Background: an optimization exercise with open tools, aiming at small area, a short achievable clock period and few clock cycles per item. Do not read the settings as production practice.
The RTL was checked by simulation tests, not by an equivalence proof against the original design.

Setup of old:
// rational_arithmetic_unit_core
module rational_arithmetic_unit_core (
   input  wire logic         clock,
   input  wire logic         reset,
   input  wire logic         req_tvalid,
   output logic              req_tready,
   input  wire logic [127:0] req_tdata,    
   input  wire logic [2:0]   req_tuser,    
   output logic              rsp_tvalid,
   input  wire logic         rsp_tready,
   output logic [63:0]       rsp_tdata,    
   output logic [1:0]        rsp_tuser     
);
Settings: LEC_CHECK=0, CAP_MARGIN=20, CORE_MARGIN=2, CORE_UTILIZATION=40, SLEW_MARGIN=20; clock period 13.0 ns.
run.sh (not shown) runs the stock make flow with config.mk's settings and CLKGATE_MAP_FILE= SYNTH_SCRIPT=/design/flow/synth_recipe.tcl, a recipe that flattens the netlist after the stock synthesis.
old | stages: all done | timing, DRC, antenna: all pass
Testbench counts of old, summed over its fixed seeds: cycles 42,960, items 2,400.
#### Input delta (new over old)
--- a/flow/design.v
+++ b/flow/design.v
@@ -213,27 +213,26 @@
    endfunction
    function automatic logic [MW-1:0] shl(input logic [MW-1:0] v, input logic [2:0] k);
       shl = v << k;
    endfunction
    logic [2:0]  kx, ky, kd;
    logic        mbig, fin_ovf;
-   logic [31:0] n1neg;
    logic [MW-1:0] fn_n, fn_d;
    assign fn_n = (bst == B_GCD) ? s0 : m0;
    assign fn_d = (bst == B_GCD) ? s1 : m2;
-   rau_add #(.W(32)) u_rneg (.a(~fn_n[31:0]), .b(32'd0), .cin(1'b1), .s(n1neg), .cout());
    always_comb begin
       logic [2:0] a, b;
       a = tz(x[SH-1:0]);
       b = tz(y[SH-1:0]);
       kx  = y[0] ? a : ((x[1] || y[1]) ? 3'd1 : ((x[2] || y[2]) ? 3'd2 : 3'd3));
       ky  = x[0] ? b : ((x[1] || y[1]) ? 3'd1 : ((x[2] || y[2]) ? 3'd2 : 3'd3));
       kd  = tz({x[SH-1:1] ^ y[SH-1:1], 1'b0});
-      mbig   = (m0[MW-1:32] != '0) || (m1[MW-1:32] != '0) ||
+      mbig   = (neg ? (m0[MW-1] && (m0[MW-2:32] != '1)) : (m0[MW-1:32] != '0)) ||
+               (neg ? (m1[MW-1] && (m1[MW-2:32] != '1)) : (m1[MW-1:32] != '0)) ||
                (m2[MW-1:31] != '0) || (m3[MW-1:31] != '0);
-      fin_ovf = big1(fn_d) || (neg ? ((fn_n[MW-1:32] != '0) || !n1neg[31]) : big1(fn_n));
+      fin_ovf = big1(fn_d) || (neg ? (fn_n[MW-1:31] != '1) : big1(fn_n));
    end
    logic handoff, rsp_load, rsp_valid_nx, b_free_nx, fast_fin, gbig;
    assign gbig     = (bst == B_GCD) && mbig;
    assign fast_fin = (bst == B_GCD) && !rsp_valid && (mbig || (x[0] && y[0] && xeq));
    assign handoff  = hand || ((ast == A_WAIT) && fast_fin);
    always_ff @(posedge clock) begin
@@ -309,30 +308,30 @@
          a_div <= (mode == 3'd3);
          a_mul <= (mode == 3'd2);
          if (req_tvalid) ast_n = A_PRE;
       end
       case (bst)
          B_GCD: begin
+            if (x[0]) begin
+               m1 <= shl((y[0] && xgey) ? m0 : m1, y[0] ? kd : ky);
+               m3 <= shl((y[0] && xgey) ? m2 : m3, y[0] ? kd : ky);
+            end
             if (x[0] && y[0]) begin
                x  <= xgey ? y : x;
                y  <= xgey ? shr(dxy, kd) : shr(dyx, kd);
                m0 <= s0;
                m2 <= s1;
-               m1 <= xgey ? shl(m0, kd) : shl(m1, kd);
-               m3 <= xgey ? shl(m2, kd) : shl(m3, kd);
             end else if (!x[0] && !y[0]) begin
                x <= shr(x, kx);
                y <= shr(y, ky);
             end else if (!x[0]) begin
                x  <= shr(x, kx);
                m0 <= shl(m0, kx);
                m2 <= shl(m2, kx);
             end else begin
                y  <= shr(y, ky);
-               m1 <= shl(m1, ky);
-               m3 <= shl(m3, ky);
             end
             if (mbig || (x[0] && y[0] && xeq)) begin
                if (fast_fin) begin
                   rsp_load = 1'b1;
                   bst_n    = B_IDLE;
                end else begin
@@ -350,24 +349,24 @@
                bst_n    = B_IDLE;
             end
          end
          default: ;
       endcase
       if (rsp_load) begin
-         rsp_num  <= neg ? n1neg : fn_n[31:0];
+         rsp_num  <= fn_n[31:0];
          rsp_den  <= fn_d[30:0];
          rsp_zero <= force01 || fin_ovf || gbig;
          rsp_st   <= force01 ? code : ((fin_ovf || gbig) ? 2'd3 : 2'd0);
       end
       if (handoff) begin
          x       <= nneg ? nmag : nval;
          y       <= {hd[31:0], r2};
          neg     <= a_neg ^ nneg;
          force01 <= a_force || a_zero;    
          code    <= a_code;
-         m0 <= MW'(1); m1 <= '0; m2 <= '0; m3 <= MW'(1);
+         m0 <= (a_neg ^ nneg) ? '1 : MW'(1); m1 <= '0; m2 <= '0; m3 <= MW'(1);
          bst_n = (a_force || a_zero) ? B_DONE : B_GCD;
       end
       rsp_valid_nx = rsp_load || (rsp_valid && !rsp_tready);
       b_free_nx    = (bst_n == B_IDLE) || (bst_n == B_DONE && !rsp_valid_nx);
       if (reset) begin
          ast       <= A_IDLE;
Results
new ended with every stage complete and zero timing, DRC or antenna violations.
old -> new: area of placed instances decreased by a few percent
Side by side, fraction of the mapped netlist area in compound gates turned out lower in new than in old.
old has lower ratio of cells with drive above 1 in the final layout than new.
Where setup slack is concerned, old is better than new.
Compared to old, new has well tap count about 6% lower.
Testbench counts of new, summed over its fixed seeds: cycles 42,966, items 2,400.

port drivers added, routing unchanged:
The results above use ideal ports. As a check the final layouts listed here were re-extracted and re-timed, cells and wires unchanged. Step 1 assumes that a clkbuf_16 drives the clock port and a buf_2 every other input. Step 2 adds t to the input delays and takes it off the output delays; t is the mean of the earliest and latest rising clock arrival at the registers after step 1. Input paths then give back, and output paths get back, about the clock's delay inside the block. a / b / c = ideal / step 1 / step 2; a / b = the first two.
run	t (ns)	setup slack, ns	hold WS [ns]	worst slew at a driven data input, ns	pins driven straight from the clock port
old	0.781	6.684 / 6.684 / 6.684	0.534 / 0.534 / 0.534	0.20	1
new	0.788	5.715 / 5.715 / 5.715	0.471 / 0.471 / 0.471	0.07	1
After both steps every run listed still meets setup and hold.
